This design comes from an exercise in tuning for small area and a short achievable clock period on the open sky130 flow, not from production work. Where RTL was checked, it was by simulation tests only, not by an equivalence proof against the original. Power is estimated from default activity; no workload was simulated.

Design mfb_frame_gen_top, start of the top module:
module mfb_frame_gen_top (
    input  logic          CLK,
    input  logic          RESET,
    input  logic          START,
    input  logic [31:0]   FRAMES,
    input  logic [15:0]   LEN_MIN,
    input  logic [15:0]   LEN_MAX,
    output logic          BUSY,
    output logic          DONE,
    output logic [31:0]   SENT_CNT,
    output logic [1023:0] TX_DATA,
    output logic [5:0]    TX_SOF_POS,
    output logic [11:0]   TX_EOF_POS,
    output logic [1:0]    TX_SOF,
    output logic [1:0]    TX_EOF,
    output logic          TX_SRC_RDY,
    input  logic          TX_DST_RDY
);
    mfb_frame_gen gen_i (
        .CLK        (CLK),
        .RESET      (RESET),
        .START      (START),
        .FRAMES     (FRAMES),
        .LEN_MIN    (LEN_MIN),
        .LEN_MAX    (LEN_MAX),
        .BUSY       (BUSY),
        .DONE       (DONE),
        .SENT_CNT   (SENT_CNT),
        .TX_DATA    (TX_DATA),
        .TX_SOF_POS (TX_SOF_POS),
        .TX_EOF_POS (TX_EOF_POS),
        .TX_SOF     (TX_SOF),
        .TX_EOF     (TX_EOF),
        .TX_SRC_RDY (TX_SRC_RDY),
        .TX_DST_RDY (TX_DST_RDY)
    );
endmodule
For scale: roughly 180 flip-flops, roughly 23,000 um^2 of cells after synthesis.
clock: 12.0 ns
lec_check: 0
abc_clock_period_in_ps: 3000
cap_margin: 20
core_area: 4 4 396 396
die_area: 0 0 400 400
slew_margin: 20
standard.sh (not shown) runs the stock make flow with config.mk's settings and CLKGATE_MAP_FILE= SYNTH_SCRIPT=/design/flow/synth_recipe.tcl, a recipe that flattens the netlist after the stock synthesis.
==> flow/flow/run.sh <==
#!/bin/bash
set -euo pipefail
bash standard.sh \
  "BUFFER_PORTS_ARGS=-buffer_cell sky130_fd_sc_hd__buf_1" \
  SETUP_SLACK_MARGIN=5 \
  finish > make.log 2>&1
Rerun with:
--- a/flow/design.v
+++ b/flow/design.v
@@ -21,49 +21,33 @@
         if (reset)     q <= SEED;
         else if (en) begin
             if (adv2)      q <= ahead2;
             else if (adv1) q <= ahead1;
         end
     end
 endmodule
 module mfb_frame_gen_items (
     input  logic [7:0]   base,
     output logic [511:0] items
 );
-    logic [2:0] lo, hi;
-    logic [1:0] top;
-    assign lo  = base[2:0];
-    assign hi  = base[5:3];
-    assign top = base[7:6];
     logic [7:0]      cl;         
-    logic [7:0][2:0] sl;
-    logic [7:0][2:0] h0, h1;
-    logic [7:0]      g0, g1;     
+    logic [7:0][2:0] sl;         
+    logic [8:0][4:0] h;          
     always_comb begin
-        for (int j = 0; j < 8; j++) begin
-            {cl[j], sl[j]} = {1'b0, lo} + 4'(j);
-            {g0[j], h0[j]} = {1'b0, hi} + 4'(j);
-            {g1[j], h1[j]} = {1'b0, hi} + 4'(j + 1);
-        end
+        for (int j = 0; j < 8; j++) {cl[j], sl[j]} = {1'b0, base[2:0]} + 4'(j);
+        for (int m = 0; m < 9; m++) h[m] = base[7:3] + 5'(m);
     end
     genvar i;
     generate
         for (i = 0; i < 64; i++) begin : g_item
-            localparam int JL = i % 8;
-            localparam int JH = i / 8;
-            logic       c3, c6;
-            logic [2:0] mid;
-            assign c3  = cl[JL];
-            assign mid = c3 ? h1[JH] : h0[JH];
-            assign c6  = c3 ? g1[JH] : g0[JH];
-            assign items[i*8 +: 8] = {top + {1'b0, c6}, mid, sl[JL]};
+            assign items[i*8 +: 8] = {cl[i % 8] ? h[i / 8 + 1] : h[i / 8], sl[i % 8]};
         end
     endgenerate
 endmodule
 module mfb_frame_gen (
     input  logic          CLK,
     input  logic          RESET,
     input  logic          START,
     input  logic [31:0]   FRAMES,
     input  logic [15:0]   LEN_MIN,
     input  logic [15:0]   LEN_MAX,
     output logic          BUSY,
@@ -73,23 +57,25 @@
     output logic [5:0]    TX_SOF_POS,
     output logic [11:0]   TX_EOF_POS,
     output logic [1:0]    TX_SOF,
     output logic [1:0]    TX_EOF,
     output logic          TX_SRC_RDY,
     input  logic          TX_DST_RDY
 );
     logic        busy_q, done_q;
     logic        idle;
     assign idle = !busy_q && !done_q;
     logic [15:0] lm1_q;      
+    logic [15:0] lx1_q;      
     logic [15:0] d_q;        
+    logic [15:0] mask_q;     
     logic        le64_q;     
     logic        le128_q;    
     logic [31:0] left_q;     
     logic [7:0]  fidx_q;     
     logic        in_q;       
     logic [9:0]  rr_q;       
     logic        bias_q;     
     logic [5:0]  ep_q;       
     logic [1:0]  o_q;        
     logic        last_q;     
     logic [7:0]  base0_q, base1_q;
@@ -107,31 +93,31 @@
         .ahead0 (v0),
         .ahead1 (v1),
         .ahead2 (v2)
     );
     function automatic logic [15:0] smear(input logic [15:0] d);
         logic [15:0] m;
         m = d;
         for (int s = 1; s < 16; s = s * 2) m = m | (m >> s);
         smear = m;
     endfunction
     logic [15:0] mask;
-    assign mask = smear(d_q);
+    assign mask = mask_q;
     logic [15:0] x0, x1, t0, t1;
     logic        sat0, sat1;
     assign x0   = v0 & mask;
     assign x1   = v1 & mask;
     assign sat0 = x0 > d_q;
     assign sat1 = x1 > d_q;
-    assign t0   = lm1_q + (sat0 ? d_q : x0);
-    assign t1   = lm1_q + (sat1 ? d_q : x1);
+    assign t0   = sat0 ? lx1_q : lm1_q + x0;
+    assign t1   = sat1 ? lx1_q : lm1_q + x1;
     logic lm1_hi6, lm1_hi7;
     assign lm1_hi6 = lm1_q[15:6] == 10'd0;
     assign lm1_hi7 = lm1_q[15:7] == 9'd0;
     logic [6:0] s0lo, s1lo;
     assign s0lo = {1'b0, lm1_q[5:0]} + {1'b0, x0[5:0]};
     assign s1lo = {1'b0, lm1_q[5:0]} + {1'b0, x1[5:0]};
     logic [7:0] s0lo7;
     assign s0lo7 = {1'b0, lm1_q[6:0]} + {1'b0, x0[6:0]};
     logic one0, one1, two0;
     assign one0 = sat0 ? le64_q  : (lm1_hi6 && x0[15:6] == 10'd0 && !s0lo[6]);
     assign one1 = sat1 ? le64_q  : (lm1_hi6 && x1[15:6] == 10'd0 && !s1lo[6]);
@@ -263,23 +249,25 @@
         if (RESET)     TX_SRC_RDY <= 1'b0;
         else if (load) TX_SRC_RDY <= 1'b1;
         else if (xfer) TX_SRC_RDY <= 1'b0;
     end
     logic [15:0] diff;
     logic        span;
     assign diff = LEN_MAX - LEN_MIN;
     assign span = LEN_MIN < LEN_MAX;
     always_ff @(posedge CLK) begin
         if (idle) begin
             lm1_q   <= LEN_MIN - 16'd1;
+            lx1_q   <= LEN_MAX - 16'd1;
             d_q     <= span ? diff : 16'd0;
+            mask_q  <= span ? smear(diff) : 16'd0;
             le64_q  <= LEN_MAX <= 16'd64;
             le128_q <= LEN_MAX <= 16'd128;
             left_q  <= FRAMES;
             fidx_q  <= 8'd0;
             in_q    <= 1'b0;
             last_q  <= 1'b0;
         end else if (load) begin
             left_q  <= left_n;
             fidx_q  <= fidx_n;
             in_q    <= in_n;
             last_q  <= last_n;
=>
- sequential power rises by roughly a tenth
- final area falls slightly
- utilization falls by 0.14 points
- fmax falls slightly
- setup slack gets worse by 93 ps
- wire length rises slightly
- power barely changes
- non-clock buffer count does not change
- die area does not change
- count of clock-buffer cells in the layout rises by 14
Function not checked in the second run of this note: the RTL went through the layout flow alone.

what the ideal ports hide:
The results above use ideal ports. As a check the final layouts listed here were re-extracted and re-timed, cells and wires unchanged.
Step 1 assumes that a clkbuf_16 drives the clock port and a buf_2 every other input.
Step 2 moves the port delays by t, midway between the first and last clock arrival at a register: inputs arrive t later, outputs are due t later. That takes back most of the time a late clock gives input paths.
Three values: ideal, step 1, step 2; two values: the first two.
run	shift t [ns]	setup slack, ns	hold WS [ns]	worst setup path at the end
the first run	0.556	5.183 / 5.125 / 5.492	0.516 / 0.516 / 0.516	register to register
the second run	0.604	5.090 / 5.039 / 5.643	0.493 / 0.493 / 0.493	register to output
After both steps setup and hold are still met in every run listed.
